From an optimization exercise on the open Yosys and OpenROAD flow, aimed at small area and few clock cycles per item; shortcuts taken in it are not production practice.
The RTL was checked by simulation tests, not by an equivalence proof against the original design.

==> inputs of onyx <==
## hsl_neighbor_edge_map
module hsl_neighbor_edge_map (
  input  logic          clk_i,
  input  logic          rst_ni,
  input  logic          pix_valid_i,
  output logic          pix_ready_o,
  input  logic [7:0]    pix_hue_i,
  input  logic [7:0]    pix_sat_i,
  input  logic [7:0]    pix_light_i,
  input  logic          pix_frame_end_i,
  input  logic          cfg_valid_i,
  output logic          cfg_ready_o,
  input  logic [2:0]    cfg_index_i,
  input  logic [17:0]   cfg_data_i,
  output logic          res_valid_o,
  input  logic          res_ready_i,
  output logic          res_edge_o,
  output logic [4:0]    res_col_o,
  output logic [9:0]    res_row_o,
  output logic          res_run_last_o,
  output logic          res_frame_done_o
);
clock: 12.0 ns
lec_check: 0
cap_margin: 20
cell_pad_in_sites_detail_placement: 1
cell_pad_in_sites_global_placement: 2
core_margin: 2
core_utilization: 30
place_density: 0.45
slew_margin: 20
standard.sh (not shown) runs the stock make flow with config.mk's settings and CLKGATE_MAP_FILE= SYNTH_SCRIPT=/design/flow/synth_recipe.tcl, a recipe that flattens the netlist after the stock synthesis.
==> flow/flow/run.sh <==
#!/bin/bash
# Layout flow: the standard flow, except that the carry-save core of each neighbour-pair
# compare (module hnem_csa) is laid down as the cell netlist that flow/gen_csa.py writes
# (and-or-invert partial products and full adders) instead of being left to Yosys and ABC.
#
#  1. gen_csa.py writes hnem_csa as sky130 cells; Yosys proves it equal to the design's own
#     hnem_csa (SAT on a miter).
#  3. The standard synthesis runs again with hnem_csa as a black box, so every other part of
#     the design, registers included, is synthesized the way the standard flow does it.
#  4. Yosys puts the cell netlist in place of each black box and flattens it into the top.
#  5. regs.py gives each register the instance name it has in the reference (Yosys leaves a
#     few registers with numbered names) and checks that the registers, names and cell types,
#     are exactly the reference's.
set -euo pipefail

W=$PWD
RES=$W/orfs/results/$FLOW_PLATFORM/hsl_neighbor_edge_map/base
LIB=$FLOW_HOME/platforms/$FLOW_PLATFORM/lib/sky130_fd_sc_hd__tt_025C_1v80.lib

python3 flow/gen_csa.py cells > hnem_csa_cells.v 2> gen_csa.log

cat > csa_equiv.ys <<EOF
read_liberty -ignore_miss_func $LIB
read_verilog hnem_csa_cells.v
rename hnem_csa gate
read_verilog -sv $FLOW_DESIGN
rename hnem_csa gold
miter -equiv -flatten -make_outputs gold gate miter
hierarchy -top miter
sat -verify -prove trigger 0 miter
EOF

cat > csa_insert.ys <<EOF
read_liberty -lib $LIB
read_verilog hnem_csa_cells.v
read_verilog 1_2_yosys_blackbox.v
hierarchy -check -top $FLOW_TOP
flatten
opt_clean -purge
check -assert
stat -liberty $LIB
write_verilog -noattr -nohex -nodec 1_2_yosys_cells.v
EOF

bash standard.sh "$RES/1_2_yosys.v" > synth_ref.log 2>&1
cp "$RES/1_2_yosys.v" 1_2_yosys_ref.v
mv orfs orfs_ref

ok=0
if yosys -l csa_equiv.log -s csa_equiv.ys > csa_equiv.out 2>&1; then
  if bash standard.sh SYNTH_BLACKBOXES=hnem_csa "$RES/1_2_yosys.v" > synth.log 2>&1; then
    cp "$RES/1_2_yosys.v" 1_2_yosys_blackbox.v
    if yosys -l csa_insert.log -s csa_insert.ys > csa_insert.out 2>&1 &&
       python3 flow/regs.py 1_2_yosys_ref.v 1_2_yosys_cells.v 1_2_yosys_final.v > regs.log 2>&1; then
      ok=1
    fi
  fi
fi

if [[ $ok == 1 ]]; then
  cp 1_2_yosys_final.v "$RES/1_2_yosys.v"
else
  echo "cell netlist not used: laying out the standard synthesis" > fallback.log
  rm -rf orfs
  cp -a orfs_ref orfs
fi
touch "$RES/1_2_yosys.v"
bash standard.sh "${1:-finish}" > layout.log 2>&1
Other scripts of this flow, unchanged in this note and not shown: flow/flow/gen_csa.py, flow/flow/regs.py
==> indigo: changes against onyx <==
--- a/flow/design.v
+++ b/flow/design.v
@@ -36,13 +36,15 @@
   input  logic [hnem_pkg::Weight3W-1:0]    lw3_i,
   input  logic [hnem_pkg::ColW-1:0]        wm1_i,
   input  logic [hnem_pkg::ColW-1:0]        rem_i,
   input  logic                             use14_i,
   input  logic                             w1_i,
   input  logic                             w2_i,
+  input  logic                             wr_ok_i,
   input  logic                             rot_ok_i,
+  input  logic                             fe_ok_i,
   output logic                             acc_o,
   output logic [hnem_pkg::ColW-1:0]        col_o,
   output logic                             row_end_o,
   output logic                             frame_end_o,
   output logic                             hit_left_o,
   output logic                             hit_up_o,
@@ -70,13 +72,13 @@
   logic            has_left;
   logic            has_right;
   logic [PixW-1:0] o1, o2, o4, o8, o14;
   logic [PixW-1:0] ur_next;
   logic            h_left, h_up, h_ul, h_ur;
   assign row_end     = (col_q == wm1_i) || fe_q;
-  assign accept      = v_q && (rot_ok_i || !row_end);
+  assign accept      = v_q && wr_ok_i && (rot_ok_i || !row_end) && (fe_ok_i || !fe_q);
   assign pix_ready_o = !v_q || accept;
   assign has_left    = col_q != '0;
   assign has_right   = col_q != wm1_i;
   always_ff @(posedge clk_i or negedge rst_ni) begin
     if (!rst_ni) begin
       v_q <= 1'b0;
@@ -1871,120 +1873,137 @@
   input  logic                       row_end_i,
   input  logic                       frame_end_i,
   input  logic                       hit_left_i,
   input  logic                       hit_up_i,
   input  logic                       hit_ul_i,
   input  logic                       hit_ur_i,
+  output logic                       wr_ok_o,
   output logic                       rot_ok_o,
+  output logic                       fe_ok_o,
   output logic                       res_valid_o,
   input  logic                       res_ready_i,
   output logic                       res_edge_o,
   output logic [hnem_pkg::ColW-1:0]  res_col_o,
   output logic [hnem_pkg::RowOutW-1:0] res_row_o,
   output logic                       res_run_last_o,
   output logic                       res_frame_done_o
 );
   localparam int unsigned ColW    = hnem_pkg::ColW;
   localparam int unsigned NumCols = hnem_pkg::MaxColsDef;
-  logic [NumCols-1:0] bank_q [3];
-  logic [2:0]         last_q;
-  logic [ColW-1:0]    endc_q [3];
-  logic [1:0]         cb_q;
-  logic [1:0]         ob_q;
+  logic [NumCols-1:0] bank_q [2];
+  logic               fe_pend_q;
+  logic               lb_q;
+  logic [ColW-1:0]    endc_q;
+  logic               cb_q;
+  logic               ob_q;
+  logic [1:0]         lag_q;
   logic [ColW-1:0]    ocol_q;
   logic [hnem_pkg::RowOutW-1:0] orow_q;
-  function automatic logic [1:0] inc3(input logic [1:0] b);
-    inc3 = (b == 2'd2) ? 2'd0 : b + 2'd1;
-  endfunction
-  logic [1:0]         cb_n;
-  logic [1:0]         pb;
-  logic [1:0]         ob_n;
   logic               any_hit;
   logic [NumCols-1:0] cdec;
   logic [NumCols-1:0] wr_curr;
   logic [NumCols-1:0] set_prev;
   logic [NumCols-1:0] bank_d;
-  logic [2:0]         is_curr;
-  logic [2:0]         is_prev;
+  logic [1:0]         is_curr;
+  logic [1:0]         is_prev;
   logic               valid;
   logic               fire;
   logic               at_end;
-  assign cb_n    = inc3(cb_q);
-  assign pb      = inc3(cb_n);
-  assign ob_n    = inc3(ob_q);
-  assign any_hit = hit_left_i || hit_up_i || hit_ul_i || hit_ur_i;
-  assign rot_ok_o = ob_q != cb_n;
+  logic               next_row;
+  logic               is_last;
+  logic               nxt_last;
+  logic               rot;
+  assign any_hit  = hit_left_i || hit_up_i || hit_ul_i || hit_ur_i;
+  assign wr_ok_o  = (lag_q != 2'd2) || (col_i < ocol_q);
+  assign rot_ok_o = lag_q != 2'd2;
+  assign fe_ok_o  = !fe_pend_q;
+  assign rot      = acc_i && row_end_i;
   always_comb begin
     cdec = '0;
     cdec[col_i] = 1'b1;
     wr_curr  = cdec | ((cdec >> 1) & {NumCols{hit_left_i}});
     set_prev = (cdec & {NumCols{hit_up_i}}) | ((cdec >> 1) & {NumCols{hit_ul_i}}) |
                ((cdec << 1) & {NumCols{hit_ur_i}});
     bank_d   = ~cdec | {NumCols{any_hit}};
-    for (int b = 0; b < 3; b++) begin
-      is_curr[b] = acc_i && (cb_q == 2'(b));
-      is_prev[b] = acc_i && (pb == 2'(b));
+    for (int b = 0; b < 2; b++) begin
+      is_curr[b] = acc_i && (cb_q == 1'(b));
+      is_prev[b] = acc_i && (cb_q != 1'(b));
     end
   end
   always_ff @(posedge clk_i) begin
-    for (int b = 0; b < 3; b++) begin
+    for (int b = 0; b < 2; b++) begin
       for (int k = 0; k < NumCols; k++) begin
         if ((is_curr[b] && wr_curr[k]) || (is_prev[b] && set_prev[k])) begin
           bank_q[b][k] <= bank_d[k];
         end
       end
     end
-    if (acc_i && frame_end_i) begin
-      endc_q[cb_q] <= col_i;
-    end
   end
   always_ff @(posedge clk_i or negedge rst_ni) begin
     if (!rst_ni) begin
-      last_q <= '0;
-      cb_q   <= '0;
-    end else if (acc_i && row_end_i) begin
-      cb_q         <= cb_n;
-      last_q[cb_q] <= frame_end_i;
-      last_q[cb_n] <= 1'b0;
+      cb_q      <= 1'b0;
+      lag_q     <= 2'd0;
+      fe_pend_q <= 1'b0;
+      lb_q      <= 1'b0;
+      endc_q    <= '0;
+    end else begin
+      if (rot) begin
+        cb_q <= !cb_q;
+      end
+      if (rot && !(fire && next_row)) begin
+        lag_q <= lag_q + 2'd1;
+      end else if (!rot && fire && next_row) begin
+        lag_q <= lag_q - 2'd1;
+      end
+      if (acc_i && frame_end_i) begin
+        fe_pend_q <= 1'b1;
+        lb_q      <= cb_q;
+        endc_q    <= col_i;
+      end else if (fire && at_end) begin
+        fe_pend_q <= 1'b0;
+      end
     end
   end
   always_comb begin
-    if (ob_q == cb_q) begin
+    is_last  = fe_pend_q && (ob_q == lb_q);
+    nxt_last = fe_pend_q && (ob_q != lb_q);
+    if (lag_q == 2'd0) begin
       valid = 1'b0;
-    end else if (ob_q == pb) begin
-      valid = last_q[ob_q] || ({1'b0, ocol_q} + 6'd1 < {1'b0, col_i});
+    end else if (lag_q == 2'd1) begin
+      valid = is_last || ({1'b0, ocol_q} + 6'd1 < {1'b0, col_i});
     end else begin
       valid = 1'b1;
     end
-    at_end = last_q[ob_q] && (ocol_q == endc_q[ob_q]);
-    if (last_q[ob_q]) begin
+    at_end   = is_last && (ocol_q == endc_q);
+    next_row = at_end || (ocol_q == wm1_i);
+    if (is_last) begin
       res_run_last_o = at_end;
-    end else if (last_q[ob_n]) begin
-      res_run_last_o = {1'b0, ocol_q} + 6'd1 < {1'b0, endc_q[ob_n]};
+    end else if (nxt_last) begin
+      res_run_last_o = {1'b0, ocol_q} + 6'd1 < {1'b0, endc_q};
     end else begin
       res_run_last_o = {1'b0, ocol_q} + 6'd1 != {1'b0, wm1_i};
     end
   end
   assign fire             = valid && res_ready_i;
   assign res_valid_o      = valid;
   assign res_edge_o       = bank_q[ob_q][ocol_q];
   assign res_col_o        = ocol_q;
   assign res_row_o        = orow_q;
   assign res_frame_done_o = at_end;
   always_ff @(posedge clk_i or negedge rst_ni) begin
     if (!rst_ni) begin
-      ob_q   <= '0;
+      ob_q   <= 1'b0;
       ocol_q <= '0;
       orow_q <= '0;
     end else if (fire) begin
       if (at_end) begin
-        ob_q   <= ob_n;
+        ob_q   <= !ob_q;
         ocol_q <= '0;
         orow_q <= '0;
       end else if (ocol_q == wm1_i) begin
-        ob_q   <= ob_n;
+        ob_q   <= !ob_q;
         ocol_q <= '0;
         orow_q <= orow_q + 1'b1;
       end else begin
         ocol_q <= ocol_q + 1'b1;
       end
     end
@@ -2020,13 +2039,15 @@
   logic [ColW-1:0]               rem_q;
   logic                          use14_q;
   logic                          w1_q;
   logic                          w2_q;
   logic [ColW-1:0]               wm1_d;
   logic [hnem_pkg::Weight3W-1:0] hw3, sw3, lw3;
+  logic                          wr_ok;
   logic                          rot_ok;
+  logic                          fe_ok;
   logic                          acc;
   logic [ColW-1:0]               col;
   logic                          row_end;
   logic                          frame_end;
   logic                          hit_left, hit_up, hit_ul, hit_ur;
   assign cfg_ready_o = 1'b1;
@@ -2095,13 +2116,15 @@
     .lw3_i       (lw3),
     .wm1_i       (wm1_q),
     .rem_i       (rem_q),
     .use14_i     (use14_q),
     .w1_i        (w1_q),
     .w2_i        (w2_q),
+    .wr_ok_i     (wr_ok),
     .rot_ok_i    (rot_ok),
+    .fe_ok_i     (fe_ok),
     .acc_o       (acc),
     .col_o       (col),
     .row_end_o   (row_end),
     .frame_end_o (frame_end),
     .hit_left_o  (hit_left),
     .hit_up_o    (hit_up),
@@ -2117,13 +2140,15 @@
     .row_end_i        (row_end),
     .frame_end_i      (frame_end),
     .hit_left_i       (hit_left),
     .hit_up_i         (hit_up),
     .hit_ul_i         (hit_ul),
     .hit_ur_i         (hit_ur),
+    .wr_ok_o          (wr_ok),
     .rot_ok_o         (rot_ok),
+    .fe_ok_o          (fe_ok),
     .res_valid_o      (res_valid_o),
     .res_ready_i      (res_ready_i),
     .res_edge_o       (res_edge_o),
     .res_col_o        (res_col_o),
     .res_row_o        (res_row_o),
     .res_run_last_o   (res_run_last_o),
==> comparison table <==
metric                                                       indigo                    onyx
Result of the run                                    finished clean          finished clean
Min-Delay Startpoint                          u_front.seg8_q[0][17]  u_front.seg14_q[8][17]
Cell Rows                                                       175                     179
Multi-input combinational cell count                          3,476                   3,716
Total of clock buffers placed in the layout                     135                     151
Vias in the first global route                               53,050                  55,720
Layout non-clock buf frac                                    3.561%                  3.861%
Total Die Area                                          0.2332 mm^2             0.2418 mm^2
Footprint of the flip-flops and latches                0.02923 mm^2            0.03053 mm^2
Global-route wire length before repair                   417,300 um              450,500 um
Worst r2r path cells                                             31                      29
Non-clock inverter count in the final layout                    338                     333
Achievable frequency                                      86.40 MHz               87.56 MHz
Testbench counts of onyx, summed over its fixed seeds: cycles 8,472, items 8,192.
Testbench counts of indigo, summed over its fixed seeds: cycles 8,472, items 8,192.

## separate check: timing with driven ports
How much do the figures lean on ideal ports? The routed layouts below were timed once more, with nothing changed but the port constraints. Step 1 (the two cells are an assumption about what drives the block):
set clk [get_ports {clk_i}]
set_driving_cell -lib_cell sky130_fd_sc_hd__clkbuf_16 $clk
set_driving_cell -lib_cell sky130_fd_sc_hd__buf_2 [delete_from_list [all_inputs] $clk]
Step 2 also shifts input and output timing later by t, the mid clock arrival at the registers, as if the neighbouring blocks saw the same clock. Three values: no drivers, after step 1, after step 2; two values: the first two.
| run | t, ns | setup WS [ns] | hold slack, ns | worst setup path after step 2 | worst data-port slew with drivers (ns) |
|---|---|---|---|---|---|
| onyx | 0.871 | 0.579 / 0.579 / 0.579 | 0.364 / 0.364 / 0.364 | register to register | 0.13 |
| indigo | 0.865 | 0.427 / 0.427 / 0.427 | 0.379 / 0.379 / 0.379 | register to register | 0.10 |
After both steps every run listed still meets setup and hold.
